From an optimization exercise on the open Yosys and OpenROAD flow, aimed at small area, a short achievable clock period and few clock cycles per item; shortcuts taken in it are not production practice.
Function was checked by simulation only, so behaviour that the tests miss may differ from the original.
Power is estimated from default activity; no workload was simulated.

### flow/config.mk
export PLATFORM = sky130hd
export DESIGN_NAME = flock_separation_steer
export DESIGN_NICKNAME = flock_separation_steer
export VERILOG_FILES = /design/flow/design.v
export SDC_FILE = /design/flow/constraint.sdc
export NUM_CORES = 4
export LEC_CHECK = 0
export CAP_MARGIN = 20
export CORE_MARGIN = 2
export CORE_UTILIZATION = 40
export SLEW_MARGIN = 20
### flow/constraint.sdc
create_clock -name core_clock -period 11.0 [get_ports {clk}]
set_input_delay 2.2000 -clock core_clock [delete_from_list [all_inputs] [get_ports {clk}]]
set_output_delay 2.2000 -clock core_clock [all_outputs]
set_load 0.01 [all_outputs]
### flow/design.v
`timescale 1ns / 1ps
module fss_add65 (
	input  logic [64:0] a,
	input  logic [64:0] b,
	input  logic        ci,
	output logic [64:0] s
);
	logic [64:0] p0, g0;
	logic [7:0][64:0] g;
	logic [7:0][64:0] p;
	assign p0 = a ^ b;
	assign g0 = a & b;
	always_comb begin
		g[0] = g0;
		p[0] = p0;
		g[0][0] = g0[0] | (p0[0] & ci);
		for (int l = 0; l < 7; l++) begin
			for (int i = 0; i < 65; i++) begin
				if (i >= (1 << l)) begin
					g[l+1][i] = g[l][i] | (p[l][i] & g[l][i-(1<<l)]);
					p[l+1][i] = p[l][i] & p[l][i-(1<<l)];
				end else begin
					g[l+1][i] = g[l][i];
					p[l+1][i] = p[l][i];
				end
			end
		end
	end
	assign s = p0 ^ {g[7][63:0], ci};
endmodule
`timescale 1ns / 1ps
module fss_lane (
	input  logic        clk,
	input  logic [3:0]  asel,    
	input  logic [4:0]  bsel,    
	input  logic [4:0]  isel_n,  
	input  logic [4:0]  rsel,    
	input  logic [4:0]  qsel,    
	input  logic [1:0]  msel,    
	input  logic [2:0]  nsel,    
	input  logic        mul_first,
	input  logic        s_we,
	input  logic        sg_we,
	input  logic        ng_we,
	input  logic        first,
	input  logic [63:0] r_oth,
	input  logic [63:0] dv,
	input  logic [30:0] m_in,
	input  logic [31:0] q_in,
	input  logic        ng_in,
	input  logic [23:0] ms,
	output logic [63:0] r,
	output logic [31:0] q,
	output logic [30:0] m,
	output logic        neg     
);
	logic [39:0] s;
	logic        sg, ng;
	logic [32:0] cx, cy, cz, cs;
	logic [31:0] cm;
	logic [30:0] clo;
	logic [64:0] a, b, bx, sum65;
	logic [63:0] sum, rnorm, rn;
	logic        inv, s_nx47, ng_nx, sg_nx;
	logic        pos_sat, neg_sat, hi;
	logic [23:0] oc;
	assign cx  = mul_first ? 33'd0 : r[63:31];
	assign clo = mul_first ? 31'd0 : r[30:0];
	assign cy  = q[0] ? {2'b00, m} : 33'd0;
	assign cz  = q[1] ? {1'b0, m, 1'b0} : 33'd0;
	assign cs  = cx ^ cy ^ cz;
	assign cm  = (cx[31:0] & cy[31:0]) | (cx[31:0] & cz[31:0]) | (cy[31:0] & cz[31:0]);
	assign a = ({65{asel[0]}} & {r[63], r})
		| ({65{asel[1]}} & {r, 1'b0})
		| ({65{asel[2]}} & {1'b0, cs[32:0], clo})
		| ({65{asel[3] & !first}} & {{25{s[39]}}, s});
	assign b = ({65{bsel[0]}} & {1'b0, cm, 32'd0})
		| ({65{bsel[1]}} & {1'b0, r_oth})
		| ({65{bsel[2]}} & {1'b0, dv})
		| ({65{bsel[3]}} & {33'd0, q})
		| ({65{bsel[4]}} & {{25{s[39]}}, s});
	assign s_nx47 = s_we ? sum[39] : s[39];
	assign ng_nx  = ng_we ? ng_in : ng;
	assign sg_nx  = sg_we ? s[39] : sg;
	assign bx = b ^ {65{inv}};
	fss_add65 u_add (.a(a), .b(bx), .ci(inv), .s(sum65));
	assign sum = sum65[63:0];
	assign neg = sum65[64];
	assign hi = |q[31:24];
	assign pos_sat = hi | q[23];
	assign neg_sat = hi | (q[23] & (|q[22:0]));
	assign oc = sg ? (neg_sat ? 24'h800000 : sum[23:0]) : (pos_sat ? 24'h7FFFFF : sum[23:0]);
	assign rnorm = nsel[0] ? {r[59:0], 4'd0} : nsel[1] ? {r[62:0], 1'b0}
		: nsel[2] ? {2'b00, r[63:2]} : r;
	assign rn = ({64{rsel[0]}} & sum)
		| ({64{rsel[1]}} & {2'b00, sum[63:2]})
		| ({64{rsel[2]}} & {5'd0, m, 28'd0})
		| ({64{rsel[3]}} & rnorm)
		| ({64{rsel[4]}} & {sum[63:24], oc});
	always_ff @(posedge clk) begin
		if (|rsel) r <= rn;
		case (1'b1)
			qsel[0]: q <= {2'b00, q[31:2]};
			qsel[1]: q <= {q[30:0], !neg};
			qsel[2]: q <= q_in;
			qsel[3]: q <= {r[30:0], 1'b0};
			qsel[4]: q <= {8'd0, ms};
			default: ;
		endcase
		case (1'b1)
			msel[0]: m <= m_in;
			msel[1]: m <= r[30:0];
			default: ;
		endcase
		if (s_we) s <= sum[39:0];
		if (sg_we) sg <= s[39];
		if (ng_we) ng <= ng_in;
		inv <= isel_n[0] | (isel_n[1] & ng_nx) | (isel_n[2] & s_nx47) | (isel_n[3] & sg_nx)
			| (isel_n[4] & !neg);
	end
endmodule
`timescale 1ns / 1ps
module flock_separation_steer #(
	parameter int SUM_WIDTH = 48
) (
	input  logic        clk,
	input  logic        arst_n,
	input  logic        nbr_valid,
	output logic        nbr_ready,
	input  logic [23:0] agent_x,
	input  logic [23:0] agent_y,
	input  logic [23:0] neighbor_x,
	input  logic [23:0] neighbor_y,
	input  logic        last_neighbor,
	input  logic        no_neighbors,
	output logic        steer_valid,
	input  logic        steer_ready,
	output logic [23:0] vel_x,
	output logic [23:0] vel_y,
	output logic        valid_res,
	input  logic        cfg_valid,
	output logic        cfg_ready,
	input  logic        cfg_index,
	input  logic [23:0] cfg_data
);
	localparam logic [4:0] S_IDLE = 5'd0, S_CFGA = 5'd1, S_CFGB = 5'd2, S_MULC = 5'd3,
		S_MD2W = 5'd4, S_L2 = 5'd5, S_L3 = 5'd6, S_MULN = 5'd7, S_ADD = 5'd8, S_CMP = 5'd9,
		S_DIVN = 5'd10, S_ACC = 5'd11, S_FIN1 = 5'd12, S_NORM = 5'd13, S_SQS = 5'd14,
		S_MULS = 5'd15, S_SQADD = 5'd16, S_SQRT = 5'd17, S_NLOAD = 5'd18, S_MULP = 5'd19,
		S_DIVP = 5'd20, S_OCALC = 5'd21, S_ZERO = 5'd22, S_OUT = 5'd23,
		S_OUTW = 5'd24;
	localparam int A_R = 0, A_R1 = 1, A_CSA = 2, A_S = 3;
	localparam int B_CSA = 0, B_OTH = 1, B_D = 2, B_Q = 3, B_S = 4;
	localparam int I_1 = 0, I_NG = 1, I_S = 2, I_SG = 3, I_NR = 4;
	localparam int R_SUM = 0, R_SUM2 = 1, R_M28 = 2, R_NORM = 3, R_OC = 4;
	localparam int Q_SR2 = 0, Q_DIV = 1, Q_IN = 2, Q_R2X = 3, Q_MS = 4;
	localparam int M_IN = 0, M_R = 1;
	localparam int D_MD2 = 0, D_SR2 = 1, D_SQRT = 2, D_RX = 3, D_ZERO = 4, D_SL31 = 5;
	localparam int C_CLR = 0, C_INC2 = 1, C_INC1 = 2, C_DEC1 = 3;
	logic [4:0]  st, st_n;
	logic [5:0]  cnt;
	logic [63:0] d;
	logic [23:0] ms_q;
	logic [31:0] md2_q;
	logic        first, skip, sv, vres, f_last, f_empty, nrdy, crdy, sb;
	logic [3:0]  asel, asel_n;
	logic [4:0]  bsel, bsel_n;
	logic [4:0]  isel_n;
	logic [4:0]  rxs, rxs_n, rys, rys_n;
	logic [4:0]  qxs, qxs_n, qys, qys_n;
	logic [1:0]  msel, msel_n;
	logic [5:0]  dop, dop_n;
	logic [3:0]  cop, cop_n;
	logic        mulf, mulf_n, c_acc, c_acc_n, c_sg, c_sg_n, c_ng, c_ng_n, c_cap, c_cap_n;
	logic [63:0] rx, ry, bitv, dvx;
	logic [31:0] qx, qy;
	logic [30:0] mx, my;
	logic        cx, cy;
	logic [30:0] mx_in, my_in;
	logic [24:0] dx_in, dy_in, adx, ady;
	logic [31:0] qx_in, qy_in;
	logic [47:0] mor;
	logic [2:0]  nsel;
	logic        mul_last, is_mul, n_zero, n_done, skip_n;
	assign dx_in    = {neighbor_x[23], neighbor_x} - {agent_x[23], agent_x};
	assign dy_in    = {neighbor_y[23], neighbor_y} - {agent_y[23], agent_y};
	assign adx      = dx_in[24] ? {agent_x[23], agent_x} - {neighbor_x[23], neighbor_x} : dx_in;
	assign ady      = dy_in[24] ? {agent_y[23], agent_y} - {neighbor_y[23], neighbor_y} : dy_in;
	assign mx_in    = (st == S_CFGA) ? {15'd0, cfg_data[15:0]} : {6'd0, adx};
	assign my_in    = (st == S_CFGA) ? 31'd0 : {6'd0, ady};
	assign qx_in    = (st == S_CFGA) ? {16'd0, cfg_data[15:0]} : {7'd0, adx};
	assign qy_in    = (st == S_CFGA) ? 32'h8000_0000 : {7'd0, ady};
	assign mul_last = ~|(qx[31:2] | qy[31:2]);
	assign is_mul   = (st == S_MULC) || (st == S_MULN) || (st == S_MULS) || (st == S_MULP);
	assign bitv     = dop[D_SQRT] ? (64'd1 << (7'd62 - {cnt, 1'b0})) : 64'd0;
	assign dvx      = d | bitv | (rx[63] ? {bitv[62:0], 1'b0} : 64'd0)
		| (sb ? {bitv[61:0], 2'b00} : 64'd0);
	assign skip_n   = cx || (mx == 31'd0 && my == 31'd0);
	assign mor     = {8'd0, rx[39:0] | ry[39:0]};
	assign nsel[2] = |mor[47:32];
	assign nsel[0] = !(|mor[47:26]);
	assign nsel[1] = !nsel[2] && (mor[31] || (!mor[30] && (|mor[29:26])));
	assign n_zero  = (mor == 48'd0);
	assign n_done  = (!nsel[2] && !mor[31] && mor[30])
		|| (nsel[0] && mor[26])
		|| (nsel[1] && !mor[31] && mor[29])
		|| (mor[32] && !(|mor[47:33]));
	assign nbr_ready   = nrdy;
	assign cfg_ready   = crdy;
	assign steer_valid = sv;
	assign vel_x       = rx[23:0];
	assign vel_y       = ry[23:0];
	assign valid_res   = vres;
	fss_lane u_lx (
		.clk(clk), .asel(asel), .bsel(bsel), .isel_n(isel_n), .rsel(rxs), .qsel(qxs),
		.msel(msel), .nsel(nsel), .mul_first(mulf), .s_we(c_acc && !skip), .sg_we(c_sg),
		.ng_we(c_ng), .first(first), .r_oth(ry), .dv(dvx),
.m_in(mx_in), .q_in(qx_in), .ng_in(!dx_in[24]), .ms(ms_q),
		.r(rx), .q(qx), .m(mx), .neg(cx)
	);
	fss_lane u_ly (
		.clk(clk), .asel(asel), .bsel(bsel), .isel_n(isel_n), .rsel(rys), .qsel(qys),
		.msel(msel), .nsel(nsel), .mul_first(mulf), .s_we(c_acc && !skip), .sg_we(c_sg),
		.ng_we(c_ng), .first(first), .r_oth(64'd0), .dv(d),
.m_in(my_in), .q_in(qy_in), .ng_in(!dy_in[24]), .ms(ms_q),
		.r(ry), .q(qy), .m(my), .neg(cy)
	);
	always_comb begin
		st_n = st;
		case (st)
			S_IDLE: begin
				if (nbr_valid) st_n = no_neighbors ? S_ZERO : S_MULN;
				else if (cfg_valid) st_n = S_CFGA;
			end
			S_CFGA:  st_n = cfg_index ? S_MULC : S_IDLE;
			S_MULC:  if (mul_last) st_n = S_MD2W;
			S_MULN:  if (mul_last) st_n = S_ADD;
			S_MULS:  if (mul_last) st_n = S_SQADD;
			S_MULP:  if (mul_last) st_n = S_DIVP;
			S_MD2W:  st_n = S_IDLE;
			S_ADD:   st_n = S_CMP;
			S_CMP:   st_n = S_DIVN;
			S_DIVN:  if (cnt == 6'd26 || skip) st_n = S_ACC;
			S_ACC: begin
				if (f_last) st_n = S_FIN1;
				else if (nbr_valid) st_n = no_neighbors ? S_ZERO : S_MULN;
				else st_n = S_IDLE;
			end
			S_FIN1:  st_n = first ? S_ZERO : S_NORM;
			S_NORM: begin
				if (n_zero) st_n = S_ZERO;
				else if (n_done) st_n = S_SQS;
			end
			S_SQS:   st_n = S_MULS;
			S_SQADD: st_n = S_SQRT;
			S_SQRT:  if (cnt == 6'd31) st_n = S_NLOAD;
			S_NLOAD: st_n = S_MULP;
			S_DIVP:  if (cnt == 6'd1) st_n = S_OCALC;
			S_OCALC: st_n = S_OUT;
			S_ZERO:  st_n = S_OUT;
			S_OUT: begin
				if (nbr_valid) st_n = !steer_ready ? S_OUTW : no_neighbors ? S_ZERO : S_MULN;
				else if (steer_ready) st_n = S_IDLE;
			end
			S_OUTW:  if (steer_ready) st_n = f_empty ? S_ZERO : S_MULN;
			default: st_n = S_IDLE;
		endcase
	end
	always_comb begin
		asel_n = '0; bsel_n = '0; isel_n = '0; rxs_n = '0; rys_n = '0; qxs_n = '0;
		qys_n = '0; msel_n = '0; dop_n = '0; cop_n = '0;
		mulf_n = 1'b0; c_acc_n = 1'b0; c_sg_n = 1'b0; c_ng_n = 1'b0; c_cap_n = 1'b0;
		case (st_n)
			S_IDLE, S_OUT: c_cap_n = 1'b1;
			S_CFGA: begin
				msel_n[M_IN] = 1'b1; qxs_n[Q_IN] = 1'b1; qys_n[Q_IN] = 1'b1;
				cop_n[C_CLR] = 1'b1;
			end
			S_MULC, S_MULN, S_MULS, S_MULP: begin
				asel_n[A_CSA] = 1'b1; bsel_n[B_CSA] = 1'b1;
				rxs_n[R_SUM2] = 1'b1; rys_n[R_SUM2] = 1'b1;
				qxs_n[Q_SR2] = 1'b1; qys_n[Q_SR2] = 1'b1;
				cop_n[C_INC2] = 1'b1;
				dop_n[D_SR2] = (st_n == S_MULN);
				mulf_n = !is_mul;
			end
			S_ADD: begin
				asel_n[A_R] = 1'b1; bsel_n[B_OTH] = 1'b1; rxs_n[R_SUM] = 1'b1;
			end
			S_CMP: begin
				asel_n[A_R] = 1'b1; bsel_n[B_D] = 1'b1; isel_n[I_1] = 1'b1;
				rxs_n[R_M28] = 1'b1; rys_n[R_M28] = 1'b1; dop_n[D_RX] = 1'b1;
			end
			S_DIVN, S_DIVP: begin
				asel_n[A_R1] = 1'b1; bsel_n[B_D] = 1'b1;
				if (st == st_n) isel_n[I_NR] = 1'b1;
				else isel_n[I_1] = 1'b1;
				rxs_n[R_SUM] = 1'b1; rys_n[R_SUM] = 1'b1;
				qxs_n[Q_DIV] = 1'b1; qys_n[Q_DIV] = 1'b1;
				if (st_n == S_DIVN) cop_n[C_INC1] = 1'b1;
				else cop_n[C_DEC1] = 1'b1;
			end
			S_ACC: begin
				asel_n[A_S] = 1'b1; bsel_n[B_Q] = 1'b1; isel_n[I_NG] = 1'b1;
				c_acc_n = 1'b1;
				c_cap_n = !f_last;
			end
			S_FIN1: begin
				bsel_n[B_S] = 1'b1; isel_n[I_S] = 1'b1;
				rxs_n[R_SUM] = 1'b1; rys_n[R_SUM] = 1'b1; c_sg_n = 1'b1;
			end
			S_NORM: begin
				rxs_n[R_NORM] = 1'b1; rys_n[R_NORM] = 1'b1;
			end
			S_SQS: begin
				msel_n[M_R] = 1'b1; qxs_n[Q_R2X] = 1'b1; qys_n[Q_R2X] = 1'b1;
				cop_n[C_CLR] = 1'b1;
			end
			S_SQADD: begin
				asel_n[A_R] = 1'b1; bsel_n[B_OTH] = 1'b1; rxs_n[R_SUM] = 1'b1;
				dop_n[D_ZERO] = 1'b1; cop_n[C_CLR] = 1'b1;
			end
			S_SQRT: begin
				asel_n[A_R] = 1'b1; bsel_n[B_D] = 1'b1;
				if (st == st_n) isel_n[I_NR] = 1'b1;
				else isel_n[I_1] = 1'b1;
				rxs_n[R_SUM] = 1'b1; dop_n[D_SQRT] = 1'b1; cop_n[C_INC1] = 1'b1;
			end
			S_NLOAD: begin
				dop_n[D_SL31] = 1'b1; qxs_n[Q_MS] = 1'b1; qys_n[Q_MS] = 1'b1;
				cop_n[C_CLR] = 1'b1;
			end
			S_OCALC: begin
				bsel_n[B_Q] = 1'b1; isel_n[I_SG] = 1'b1;
				rxs_n[R_OC] = 1'b1; rys_n[R_OC] = 1'b1;
			end
			S_ZERO: begin
				rxs_n[R_SUM] = 1'b1; rys_n[R_SUM] = 1'b1;
			end
			default: ;
		endcase
		if (c_cap_n) begin
			msel_n[M_IN] = 1'b1; qxs_n[Q_IN] = 1'b1; qys_n[Q_IN] = 1'b1;
			c_ng_n = 1'b1; dop_n[D_MD2] = 1'b1; cop_n[C_CLR] = 1'b1;
		end
	end
	always_ff @(posedge clk or negedge arst_n) begin
		if (!arst_n) begin
			st    <= S_IDLE;
			sv    <= 1'b0;
			nrdy  <= 1'b1;
			crdy  <= 1'b0;
			first <= 1'b1;
			ms_q  <= 24'd256;
			md2_q <= 32'd1;
			c_acc <= 1'b0;
			c_cap <= 1'b1;
		end else begin
			st    <= st_n;
			nrdy  <= (st_n == S_IDLE) || (st_n == S_OUT) || (st_n == S_ACC && !f_last);
			crdy  <= (st_n == S_CFGA);
			c_acc <= c_acc_n;
			c_cap <= c_cap_n;
			if (st == S_CFGA && !cfg_index) ms_q <= cfg_data;
			if (st == S_MD2W) md2_q <= {rx[30:0], mx[0]};
			if (st == S_OCALC || st == S_ZERO) sv <= 1'b1;
			else if ((st == S_OUT || st == S_OUTW) && steer_ready) sv <= 1'b0;
			if (c_acc && !skip) first <= 1'b0;
			else if (st == S_FIN1 || st == S_ZERO) first <= 1'b1;
		end
	end
	always_ff @(posedge clk) begin
		asel <= asel_n; bsel <= bsel_n; rxs <= rxs_n; rys <= rys_n;
		qxs  <= qxs_n; qys <= qys_n; msel <= msel_n; dop <= dop_n; cop <= cop_n;
		mulf <= mulf_n; c_sg <= c_sg_n; c_ng <= c_ng_n;
		case (1'b1)
			cop[C_CLR]:  cnt <= 6'd0;
			cop[C_INC2]: cnt <= cnt + 6'd2;
			cop[C_INC1]: cnt <= cnt + 6'd1;
			cop[C_DEC1]: cnt <= cnt - 6'd1;
			default: ;
		endcase
		case (1'b1)
			dop[D_MD2]:  d <= {1'b0, md2_q, 31'd0};
			dop[D_SR2]:  d <= {2'b00, d[63:2]};
			dop[D_SQRT]: d <= {1'b0, d[63:1]} | (sb ? {bitv[62:0], 1'b0} : 64'd0);
			dop[D_RX]:   d <= rx;
			dop[D_ZERO]: d <= 64'd0;
			dop[D_SL31]: d <= {d[32:1], d[0] | sb, 31'd0};
			default: ;
		endcase
		if (c_cap) begin
			f_last  <= last_neighbor;
			f_empty <= no_neighbors;
		end
		if (st == S_CMP) skip <= skip_n;
		sb <= dop[D_SQRT] && !cx;
		if (st == S_OCALC) vres <= 1'b1;
		else if (st == S_ZERO) vres <= 1'b0;
	end
endmodule
### flow/flow/run.sh
#!/bin/bash
set -euo pipefail
bash standard.sh SETUP_SLACK_MARGIN=7 finish > make.log 2>&1
### flow/standard.sh
#!/bin/bash
# synth_recipe.tcl (not shown) runs the flow's synth.tcl, then flattens the netlist and writes it again
# the make line also repeats each setting of config.mk as NAME=value (left out here)
make -C /OpenROAD-flow-scripts/flow DESIGN_CONFIG=/design/flow/config.mk WORK_HOME=/design/flow/orfs CLKGATE_MAP_FILE= SYNTH_SCRIPT=/design/flow/synth_recipe.tcl "${@:-finish}"
==> results.yml, run 1 <==
sta:
  skew_ps: 34.5
  post-route-period-util_pct: 45.7
  slew-limit-headroom_pct: 21.0
  finalHoldViolCount: 0
  finalMaxSlewViolations: 0
  worst_pin_slew_ps: 1190
  totalNegativeSetupSlack_ps: 0
  period_minus_slack_ps: 5030
  holdWs_ps: 496
  grt_setup_unrepaired: "yes"
  clock.fmax_ghz: 0.199
  setup_viol: 0
synthesis:
  yosysWarnings: 3
  syn_area_per_cell_um2: 8.10
  synth_edf_count: 365
  syn-instance-count: 6044
  syn_nets: 6474
  async_flop_share_pct: 13.2
  ys.flop_type: "edfxtp_1"
  syn_area_um2: 49000
  synth-seq-area-share_pct: 28.8
  ys_types: 96
  synth_seq_cells: 506
global_route:
  grt_max_degree: 95
  antenna_found_initial: 20
  grt_pass1_vias: 52319
  gr-total-overflow: 0
  grt_pass1_wl_mm: 380
  grt_usage_pct: 41.1
setup_path:
  rr_worst_depth: 17
  worstPathArrival_ps: 5450
  required_ps: 11420
  crit_path_end_kind: "flip-flop"
  start_kind: "flip-flop"
  path_class: "flip-flop to flip-flop"
  crit_path_max_fanout: 7
clock_network:
  clk_pin_slew_ps: 70
  cts_sinks: 506
  htree_levels: 3
  clockBufferDepth: 3
  tritoncts: "done"
  cts_buffers: 68
  worstSkewPairLatency_ps: 690
  cts_root_buf: "clkbuf_16"
cells_and_area:
  nNetsFinal: 6846
  seqCellArea_um2: 14200
  fillers: 11035
  finalNonFillerCells: 8103
  layout_commonest_cell: "nand2_1"
  area_delta_synth_final_pct: 33.5
  layout-drive-gt1-share_pct: 28.7
  layout_common_cells: "nand2_1 (612), buf_4 (512), a21oi_1 (419)"
  design_area_um2: 65400
  multi_input_area_um2: 37000
power_and_ir_drop:
  ir_worst_vdd_v: 0.000207
  cellLeakagePower_nw: 26.5
  finalPower_mw: 19.5
  power.density_nw_per_um2: 299
floorplanning:
  die_area_um2: 125000
  rows: 128
  coreArea_um2: 122000
  dieHeight_um: 354
  die_x_um: 354
  io_pins: 180
  start_util_pct: 40.3
route:
  avgRoutedWirePerCell_um: 33.6
  wl_mm: 272
  drc_errors: 0
  ant_nets: 0
  drtIter0Drc: 10813
  dr.pass1.iters: 15
  drt-vias-per-instance: 6.91
  vias: 55976
min_path:
  hold_depth: 2
  hold_path_class: "flip-flop to flip-flop"
place:
  dp.cells: 7345
  placedInstanceArea_um2: 52200
  portBuffers: 179
  dpl.hpwl_mm: 183
  routabilityCongestion: 1.07
flow_run:
  drv_cap: 0
run_status:
  status: "timing/DRC/antenna clean"
synthesized netlist by cell type (20+ instances only):
| library cell | instances | share of area (%) |
|---|---|---|
| a222oi_1 | 257 | 5.3 |
| o21a_1 | 21 | 0.32 |
| nor2_1 | 426 | 3.3 |
| nand3_1 | 76 | 0.78 |
| nor3b_1 | 20 | 0.31 |
| ha_1 | 236 | 6.0 |
| a31oi_1 | 43 | 0.55 |
| nor4_1 | 54 | 0.69 |
| nand2_1 | 662 | 5.1 |
| a21oi_1 | 548 | 5.6 |
| a221oi_1 | 91 | 1.6 |
| edfxtp_1 | 365 | 22 |
| nand2b_1 | 59 | 0.75 |
| o211ai_1 | 55 | 0.84 |
| fa_1 | 66 | 2.7 |
| xnor2_1 | 246 | 4.4 |
| buf_1 | 63 | 0.48 |
| dfxtp_1 | 74 | 3.0 |
| xor2_1 | 56 | 1.0 |
| o22ai_1 | 38 | 0.49 |
| and3_1 | 22 | 0.28 |
| buf_4 | 48 | 0.74 |
| a22oi_1 | 99 | 1.5 |
| mux2_2 | 66 | 1.5 |
| inv_1 | 303 | 2.3 |
| and2_1 | 149 | 1.9 |
| o21ai_0 | 373 | 3.8 |
| mux2i_1 | 115 | 2.4 |
| nor2b_1 | 127 | 1.6 |
| o21bai_1 | 54 | 0.83 |
| a21o_1 | 155 | 2.4 |
| clkbuf_1 | 492 | 3.8 |
| nor3_1 | 75 | 0.77 |
| a221o_1 | 27 | 0.55 |
| dfrtp_1 | 62 | 3.2 |
| a211oi_1 | 97 | 1.5 |
| nand4_1 | 76 | 0.97 |
stage by stage:
step / setup WS, ps / utilization (%)
2_1_floorplan: 6010 / -
3_3_place_gp: 4550 / 42.9
3_5_place_dp: 4520 / 42.9
4_1_cts: 6150 / 51.3
5_1_grt: 5870 / 53.8
6_report: 5970 / 53.8
report_power, final:
group | switching (mW) | leakage (nW) | total [mW] | internal, mW
Combinational | 7.35 | 20.5 | 12.3 | 4.91
Clock | 1.02 | 1.10 | 2.35 | 1.33
Sequential | 1.72 | 4.93 | 4.94 | 3.22
what timing repair did:
item / 4_1_cts / 5_1_grt
pin swaps: 403 / 325
setup buffers: 446 / 160
gates resized for setup: 1190 / 427
gates cloned: 16 / 4
setup endpoints to repair: 467 / 265
hold buffers: 0 / 0
worst max-delay path: stages (launching register included):
cell and delay [ps]:
edfxtp_1 570, and2_4 270, nand2_2 140, o211ai_1 160
xnor2_1 450, ha_4 250, and4_4 260, nand4bb_4 130
a311oi_4 280, a211oi_4 100, nor3_4 280, o21ai_4 130
o41a_1 530, buf_4 180, o41ai_4 350, a41oi_2 190
xnor2_2 170, a221o_1 310
flip-flops by register name, indices dropped and copies added (netlist names), 32 cells and up:
| register | cells |
|---|---|
| u_lx.s | 40 |
| d | 64 |
| u_lx.q | 32 |
| u_lx.r | 64 |
| md2_q | 32 |
| u_ly.s | 40 |
| u_ly.q | 32 |
| u_ly.r | 64 |
cell families after synthesis:
| family | count (synthesis) | synth area share (%) |
|---|---|---|
| compound gates | 2029 | 28.3 |
| simple gates | 1805 | 17.3 |
| buf+inv | 919 | 7.45 |
| flops | 506 | 28.8 |
| xor+xnor | 302 | 5.40 |
| fa+ha+maj | 302 | 8.73 |
| mux | 181 | 3.87 |
worst paths after layout:
kind | start | end | slack [ps]
worst max-delay path | u_lx.r[63]$_DFFE_PP_ | u_lx.r[59]$_DFFE_PP_ | 5970
worst min register to register | md2_q[19]$_DFFE_PN0N_ | md2_q[19]$_DFFE_PN0N_ | 500
min in group asynchronous | arst_n | crdy$_DFF_PN0_ | 1400
worst min-delay path | md2_q[19]$_DFFE_PN0N_ | md2_q[19]$_DFFE_PN0N_ | 500
max in group asynchronous | arst_n | md2_q[28]$_DFFE_PN0N_ | 8280
worst max register to register | u_lx.r[63]$_DFFE_PP_ | u_lx.r[59]$_DFFE_PP_ | 5970
layer usage:
layer,GRT usage (%),part of all wire (%),up-vias
met3,11.6,14,1263
met5,0.113,0.061,-
met2,60.0,41,4630
met4,31.2,9.9,20
li1,-,-,23068
met1,51.3,35,26995
final cells by class:
cell class              instances  share of cell area, %
diodes                          9                 0.0344
clock inverters                26                  0.400
flip-flops and latches        506                   21.7
inverters                     306                   1.87
well taps                    1625                   3.11
multi-input cells            4624                   56.6
clock buffers                  97                   3.06
repair buffers                910                   13.2
Testbench counts, summed over its fixed seeds: cycles 139,210, items 800.
==> run 2: changes to the inputs <==
--- a/flow/design.v
+++ b/flow/design.v
@@ -159,6 +159,7 @@
 	localparam int C_CLR = 0, C_INC2 = 1, C_INC1 = 2, C_DEC1 = 3;
 	logic [4:0]  st, st_n;
 	logic [5:0]  cnt;
+	logic [31:0] bv;       
 	logic [63:0] d;
 	logic [23:0] ms_q;
 	logic [31:0] md2_q;
@@ -192,7 +193,10 @@
 	assign qy_in    = (st == S_CFGA) ? 32'h8000_0000 : {7'd0, ady};
 	assign mul_last = ~|(qx[31:2] | qy[31:2]);
 	assign is_mul   = (st == S_MULC) || (st == S_MULN) || (st == S_MULS) || (st == S_MULP);
-	assign bitv     = dop[D_SQRT] ? (64'd1 << (7'd62 - {cnt, 1'b0})) : 64'd0;
+	always_comb for (int j = 0; j < 32; j++) begin
+		bitv[2*j]   = bv[j];
+		bitv[2*j+1] = 1'b0;
+	end
 	assign dvx      = d | bitv | (rx[63] ? {bitv[62:0], 1'b0} : 64'd0)
 		| (sb ? {bitv[61:0], 2'b00} : 64'd0);
 	assign skip_n   = cx || (mx == 31'd0 && my == 31'd0);
@@ -355,7 +359,10 @@
 			md2_q <= 32'd1;
 			c_acc <= 1'b0;
 			c_cap <= 1'b1;
+			bv    <= 32'd0;
 		end else begin
+			if (st_n == S_SQRT && st != S_SQRT) bv <= 32'h8000_0000;
+			else bv <= {1'b0, bv[31:1]};
 			st    <= st_n;
 			nrdy  <= (st_n == S_IDLE) || (st_n == S_OUT) || (st_n == S_ACC && !f_last);
 			crdy  <= (st_n == S_CFGA);
==> flow/flow/run.sh (replaced) <==
#!/bin/bash
set -euo pipefail
bash standard.sh SETUP_SLACK_MARGIN=6 finish > make.log 2>&1
==> run 2 against run 1 <==
Against the previous run: largest power group unchanged; still clean on timing, DRC and antenna; worst hold slack better by 13 ps; critical path depth is 2 lower; power is 18% lower; global-route usage is 5.0 points lower; area after synthesis is 2.5% higher.
==> results.yml, run 2 <==
run_status:
  status: "timing/DRC/antenna clean"
floorplanning:
  coreArea_um2: 124000
  start_util_pct: 40.4
  io_pins: 180
  rows: 129
  dieHeight_um: 358
  die_x_um: 358
  die_area_um2: 128000
clock_network:
  clk_pin_slew_ps: 60
  worstSkewPairLatency_ps: 660
  clockBufferDepth: 3
  cts_buffers: 70
  cts_sinks: 538
  tritoncts: "done"
  cts_root_buf: "clkbuf_16"
  cts_hold_buffers: 0
  htree_levels: 3
cells_and_area:
  layout_common_cells: "nand2_1 (848), a21oi_1 (543), o21ai_0 (366)"
  nNetsFinal: 6572
  seqCellArea_um2: 15000
  fillers: 12041
  area_delta_synth_final_pct: 16.9
  multi_input_area_um2: 33700
  reg_top3: "d x64, u_lx.r x64, u_ly.r x64"
  layout-drive-gt1-share_pct: 13.5
  layout_commonest_cell: "nand2_1"
sta:
  clock.fmax_ghz: 0.197
  setup_viol: 0
  finalMaxSlewViolations: 0
  finalHoldViolCount: 0
  timing.final.ws_setup_ps: 5940
  slew-limit-headroom_pct: 22.8
  totalNegativeSetupSlack_ps: 0
  post-route-period-util_pct: 46.0
  grt_setup_unrepaired: "yes"
  period_minus_slack_ps: 5060
  worst_pin_slew_ps: 1150
  skew_ps: 31.1
synthesis:
  synth_edf_count: 365
  syn_area_per_cell_um2: 8.04
  netlist.area_leader.share_pct: 21.8
  async_flop_share_pct: 18.4
  synth_area_leaders: "edfxtp_1 (22%), nand2_1 (6.4%), ha_1 (5.8%), a21oi_1 (5.8%), dfrtp_1 (4.7%)"
  synthTopCellsByCount: "nand2_1 (861), a21oi_1 (581), clkbuf_1 (526), o21ai_0 (390), edfxtp_1 (365)"
  yosysMostFrequentCell: "nand2_1"
  syn_nets: 6665
  ys.flop_type: "edfxtp_1"
  synth_area_leader_cell: "edfxtp_1"
  synth_seq_cells: 538
  syn-instance-count: 6238
  ys_types: 102
  syn_area_um2: 50200
  synth-seq-area-share_pct: 29.7
  yosysWarnings: 3
power_and_ir_drop:
  power_frac_comb_pct: 55.1
  p_clk_share_pct: 14.5
  cellLeakagePower_nw: 24.1
  swShare_pct: 51.4
  ir_worst_vdd_v: 0.000157
  seqPwrFrac_pct: 30.4
  power.density_nw_per_um2: 274
  p_switching_mw: 8.27
  p_int_mw: 7.82
setup_path:
  crit_path_end_kind: "flip-flop"
  path_class: "flip-flop to flip-flop"
  crit_path_max_fanout: 8
  start_kind: "flip-flop"
  worstPathArrival_ps: 5450
  required_ps: 11390
place:
  routabilityCongestion: 1.02
  post-place-ws_ps: 4180
  portBuffers: 179
  dpl.hpwl_mm: 167
global_route:
  grt_max_degree: 144
  gr-total-overflow: 0
  grt_usage_pct: 36.1
  grt_pass1_wl_mm: 343
  antenna_found_initial: 13
  grt_pass1_vias: 49547
route:
  ant_nets: 0
  wl_mm: 241
  avgRoutedWirePerCell_um: 30.7
  drt-vias-per-instance: 6.76
  drtIter0Drc: 8901
  dr.pass1.iters: 13
  drc_errors: 0
  vias: 53032
min_path:
  hold_path_class: "flip-flop to flip-flop"
flow_run:
  drv_cap: 0
## run 2: changes by cell type after synthesis, moves of 20 or more
cell / previous run / this run
a221o_1: 27 / 47
dfrtp_1: 62 / 94
clkbuf_1: 492 / 526
nand2_1: 662 / 861
nor2_1: 426 / 359
a211oi_1: 97 / 61
and3_1: 22 / 43
a311oi_1: 6 / 58
a22oi_1: 99 / 62
mux2i_1: 115 / 32
a21oi_1: 548 / 581
a222oi_1: 257 / 222
## run 2: path summary, 6_finish.rpt
path | from | endpoint | slack [ps] | depth (start not counted)
min | ms_q[13]$_DFFE_PN0P_ | ms_q[13]$_DFFE_PN0P_ | 510 | 1
max in group asynchronous | arst_n | bv[26]$_DFF_PN0_ | 7920 | 2
max | u_lx.m[2]$_DFFE_PP_ | skip$_DFFE_PP_ | 5940 | 15
min reg2reg | ms_q[13]$_DFFE_PN0P_ | ms_q[13]$_DFFE_PN0P_ | 510 | 1
min in group asynchronous | arst_n | ms_q[18]$_DFFE_PN0P_ | 1680 | 1
max reg2reg | u_lx.m[2]$_DFFE_PP_ | skip$_DFFE_PP_ | 5940 | 15
## run 2: power groups by stage
| stage | combinational (mW) | clock, mW | sequential, mW |
|---|---|---|---|
| finish | 8.87 | 2.33 | 4.90 |
| global route | 9.43 | 2.41 | 4.86 |
| CTS | 8.24 | 2.33 | 4.77 |
| detailed placement | 7.81 | 0 | 4.84 |
| global placement | 7.73 | 0 | 4.84 |
| floorplan | 5.78 | 0 | 3.65 |
## run 2: logic make-up (layout without fill, tap and decap cells)
logic type	Yosys count	after routing	share of synthesized area (%)
buffers and inverters	933	895	7.38
AND/OR/NAND/NOR	1973	1974	18.5
multiplexers	94	94	2.03
other	0	5	0
adder cells (fa/ha/maj)	299	299	8.44
AO/OA/AOI/OAI	2102	2102	28.6
flip-flops	538	538	29.7
XOR/XNOR	299	299	5.22
## run 2: final cells by class
class	instances	share of cell area (%)
Multi-Input combinational cell	4768	57.5
Sequential cell	538	25.5
Timing Repair Buffer	477	7.82
Tap cell	1637	3.49
Clock buffer	96	3.33
Inverter	290	1.86
Clock inverter	32	0.473
Antenna cell	5	0.0213
## run 2: layer usage
metal	GRT usage [%]	share of wire, %	vias up
li1	-	-	22743
met3	10.2	13	873
met2	53.8	42	3823
met1	45.1	36	25585
met5	0	0.024	-
met4	25.0	8.2	8
## run 2: per-stage QoR
step / utilization, % / instances / power [mW] / hold slack (ps) / instance area [um2]
after floorplan: - / 6238 / 9.42 / 449 / 50300
after global placement: 42.3 / 7531 / 12.6 / 484 / 52600
after detailed placement: 42.3 / 7531 / 12.6 / 493 / 52600
after CTS: 45.9 / 7752 / 15.3 / 506 / 57000
after global routing: 47.3 / 7839 / 16.7 / 518 / 58700
final: 47.3 / 7843 / 16.1 / 509 / 58700
## run 2: timing repair
item / CTS / global route
pin swaps: 87 / 141
setup endpoints to repair: 225 / 139
gates resized for setup: 291 / 252
buffers inserted: 88 / 83
gates cloned: 5 / 3
## run 2: worst max-delay path, cell delays in order (launching register included)
cell and delay, ps:
edfxtp_1 700, nand2_1 150, fa_1 540, o21ai_0 80, a221o_1 290, ha_2 330, a21o_1 190, or2_2 300
or3_1 350, or3_4 430, a31oi_4 260, o31ai_4 110, a31oi_2 260, o31a_1 330, xor2_4 320, o41ai_2 140
Testbench counts of run 2, summed over its fixed seeds: cycles 139,210, items 800.
==> run 3: changes to the inputs <==
==> flow/flow/run.sh (replaced) <==
#!/bin/bash
set -euo pipefail
bash standard.sh SETUP_SLACK_MARGIN=6.5 finish > make.log 2>&1
==> run 3 against run 2 <==
Against the previous run: largest power group unchanged; design area is 7.2% higher; core utilization rose by 3.4 points; flip-flop and latch count stayed put; routed wire length grew 2.8%; non-clock buffer count rose by 226; power grew 8.1%; via count rose by 2.8%; die area unchanged; register-to-register slack better by 200 ps.
==> results.yml, run 3 <==
place:
  dpl.hpwl_mm: 167
  portBuffers: 179
  routabilityCongestion: 1.02
synthesis:
  syn_nets: 6665
  ys.flop_type: "edfxtp_1"
  syn_area_um2: 50200
  async_flop_share_pct: 18.4
  yosysMostFrequentCell: "nand2_1"
  ys_types: 102
  syn_area_per_cell_um2: 8.04
  synth-seq-area-share_pct: 29.7
  synth_area_leader_cell: "edfxtp_1"
  synth_seq_cells: 538
  yosysWarnings: 3
  synth_area_leaders: "edfxtp_1 (22%), nand2_1 (6.4%), ha_1 (5.8%), a21oi_1 (5.8%), dfrtp_1 (4.7%)"
  synthTopCellsByCount: "nand2_1 (861), a21oi_1 (581), clkbuf_1 (526), o21ai_0 (390), edfxtp_1 (365)"
  syn-instance-count: 6238
  netlist.area_leader.share_pct: 21.8
  synth_edf_count: 365
clock_network:
  tritoncts: "done"
  cts_hold_buffers: 0
  worstSkewPairLatency_ps: 670
  clk_pin_slew_ps: 60
  cts_root_buf: "clkbuf_16"
  cts_buffers: 68
  htree_levels: 3
  clockBufferDepth: 3
  cts_sinks: 538
run_status:
  status: "timing/DRC/antenna clean"
min_path:
  hold_path_class: "flip-flop to flip-flop"
setup_path:
  crit_path_max_fanout: 6
  required_ps: 11410
  slowest_delay_ps: 410
  worstPathArrival_ps: 5280
  cpMostUsedCell: "buf_12"
  critical-path-top-delay-family: "compound AO/OA/AOI/OAI gates"
  crit_path_end_kind: "flip-flop"
  critPathSlowestCell: "dfxtp_4"
  crit_chain: "buf_12 -> nor2b_4 -> or2_4 -> buf_12 -> a222oi_1 -> inv_1 -> ha_4 -> a21oi_4 -> o21ai_2 -> a221o_1 -> or3_1 -> or3_4 -> a31oi_4 -> o31ai_4 -> a31oi_2 -> o31a_1 -> xor2_1 -> buf_4 -> o221a_2"
  crit_buf_inv: 4
  path_class: "flip-flop to flip-flop"
  start_kind: "flip-flop"
power_and_ir_drop:
  ir_worst_vdd_v: 0.000134
  cellLeakagePower_nw: 25.6
  power.density_nw_per_um2: 277
cells_and_area:
  fillers: 11633
  area_delta_synth_final_pct: 25.4
  layout_common_cells: "nand2_1 (830), a21oi_1 (492), buf_4 (424)"
  layout_commonest_cell: "nand2_1"
  reg_top3: "d x64, u_lx.r x64, u_ly.r x64"
  nNetsFinal: 6796
  layout-drive-gt1-share_pct: 22.2
global_route:
  grt_pass1_vias: 50471
  gr-total-overflow: 0
  grt_max_degree: 90
  grt_usage_pct: 36.7
  grt_pass1_wl_mm: 349
  antenna_found_initial: 6
floorplanning:
  die_area_um2: 128000
  rows: 129
  coreArea_um2: 124000
  io_pins: 180
  die_x_um: 358
  start_util_pct: 40.4
  dieHeight_um: 358
sta:
  finalMaxSlewViolations: 0
  clock.fmax_ghz: 0.206
  finalHoldViolCount: 0
  totalNegativeSetupSlack_ps: 0
  grt_setup_unrepaired: "yes"
  period_minus_slack_ps: 4860
  worst_pin_slew_ps: 1190
  skew_ps: 31.8
  holdWs_ps: 501
  slew-limit-headroom_pct: 20.3
  post-route-period-util_pct: 44.2
  setup_viol: 0
route:
  drtIter0Drc: 8812
  vias: 54511
  drc_errors: 0
  ant_nets: 0
  avgRoutedWirePerCell_um: 30.7
  wl_mm: 248
  dr.pass1.iters: 14
  drt-vias-per-instance: 6.76
flow_run:
  drv_cap: 0
[run 3: final timing paths]
| check | startpoint | end | slack, ps | cells past startpoint |
|---|---|---|---|---|
| worst max register to register | mulf$_SDFF_PN0_ | u_lx.q[0]$_DFFE_PP_ | 6140 | 19 |
| worst min register to register | ms_q[13]$_DFFE_PN0P_ | ms_q[13]$_DFFE_PN0P_ | 500 | 1 |
| worst max-delay path | mulf$_SDFF_PN0_ | u_lx.q[0]$_DFFE_PP_ | 6140 | 19 |
| worst min-delay path | ms_q[13]$_DFFE_PN0P_ | ms_q[13]$_DFFE_PN0P_ | 500 | 1 |
| min in group asynchronous | arst_n | sv$_DFFE_PN0P_ | 1620 | 1 |
| max in group asynchronous | arst_n | md2_q[30]$_DFFE_PN0N_ | 7890 | 2 |
[run 3: layout make-up]
cell class / instances / area, um2 / share of cell area, %
well taps: 1637 / 2050 / 3.26
clock inverters: 39 / 322 / 0.511
flip-flops and latches: 538 / 15000 / 23.8
diodes: 5 / 12.5 / 0.0199
inverters: 290 / 1150 / 1.83
clock buffers: 87 / 1870 / 2.97
repair buffers: 703 / 6540 / 10.4
multi-input cells: 4768 / 36000 / 57.2
[run 3: metal layers]
layer  vias to the layer above  track usage, %  wire length [um]
met5                         -               0                69
met4                        10            26.1             21200
met3                      1009            10.7             32000
met2                      3948            54.7            105000
met1                     26330            45.3             89600
li1                      23214               -                 -
[run 3: stage by stage]
stage                     cells  utilization (%)  setup slack [ps]  cell area (um2)  total power [mW]
after floorplan            6238                -              5970            50800              9.50
after global placement     7528             42.6              4580            52900              12.6
after detailed placement   7528             42.6              4490            52900              12.7
after CTS                  7915             48.3              6150            59900              16.0
after global routing       8062             50.7              6040            62900              17.9
final                      8067             50.7              6140            62900              17.4
[run 3: cell families (layout without fill, tap and decap cells)]
kind of cell	after synthesis	in the layout	share of synthesized area, %
multiplexers	94	94	2.03
buffers and inverters	933	1119	7.38
AO/OA/AOI/OAI	2102	2102	28.6
AND/OR/NAND/NOR	1973	1974	18.5
XOR/XNOR	299	299	5.22
flip-flops	538	538	29.7
adder cells (fa/ha/maj)	299	299	8.44
other	0	5	0
[run 3: power breakdown]
| group | switching [mW] | total (mW) | internal [mW] |
|---|---|---|---|
| Sequential | 1.57 | 4.82 | 3.25 |
| Clock | 1.04 | 2.30 | 1.27 |
| Combinational | 6.25 | 10.3 | 4.02 |
| Total | 8.86 | 17.4 | 8.54 |
[run 3: timing repair]
| item | in CTS | in global routing |
|---|---|---|
| gates resized for setup | 735 | 433 |
| cloned | 13 | 3 |
| endpoints found under the hold margin | 0 | 0 |
| setup endpoints to repair | 272 | 190 |
| buffers inserted | 248 | 144 |
| pin swaps | 227 | 308 |
[run 3: worst reg2reg max path: cells and delay by family, from the launching register on]
kind                       cells  cell delay, ps
DFF                            1             410
xor gates and xnor gates       1             100
buffers and inverters          4             650
AOI/OAI and AO/OA              9            2040
adders and majority gates      1             270
and+or+nand+nor                4            1160

## re-timing with driven ports
Ports are ideal in the flow. The routed layouts listed here were re-timed in OpenROAD. Step 1 (the two cells are an assumption about what drives the block):
set clk [get_ports {clk}]
set_driving_cell -lib_cell sky130_fd_sc_hd__clkbuf_16 $clk
set_driving_cell -lib_cell sky130_fd_sc_hd__buf_2 [delete_from_list [all_inputs] $clk]
Step 2, shift: input delay + t, output delay - t, t = (earliest + latest rising clock arrival at the registers) / 2. This alone moves slack from input paths to output paths. a / b / c = ideal / step 1 / step 2; a / b = the first two.
run | shift t [ns] | setup WS [ns] | worst data-port slew with drivers (ns)
run 1 | 0.750 | 5.975 / 5.975 / 5.422 | 0.10
run 2 | 0.737 | 5.936 / 5.936 / 5.398 | 0.07
run 3 | 0.747 | 6.135 / 6.135 / 5.484 | 0.07
After both steps setup and hold are still met in every run listed. The setup slack of run 3, which loses most, moves by 0.000 ns with the drivers and by -0.651 ns with both steps.
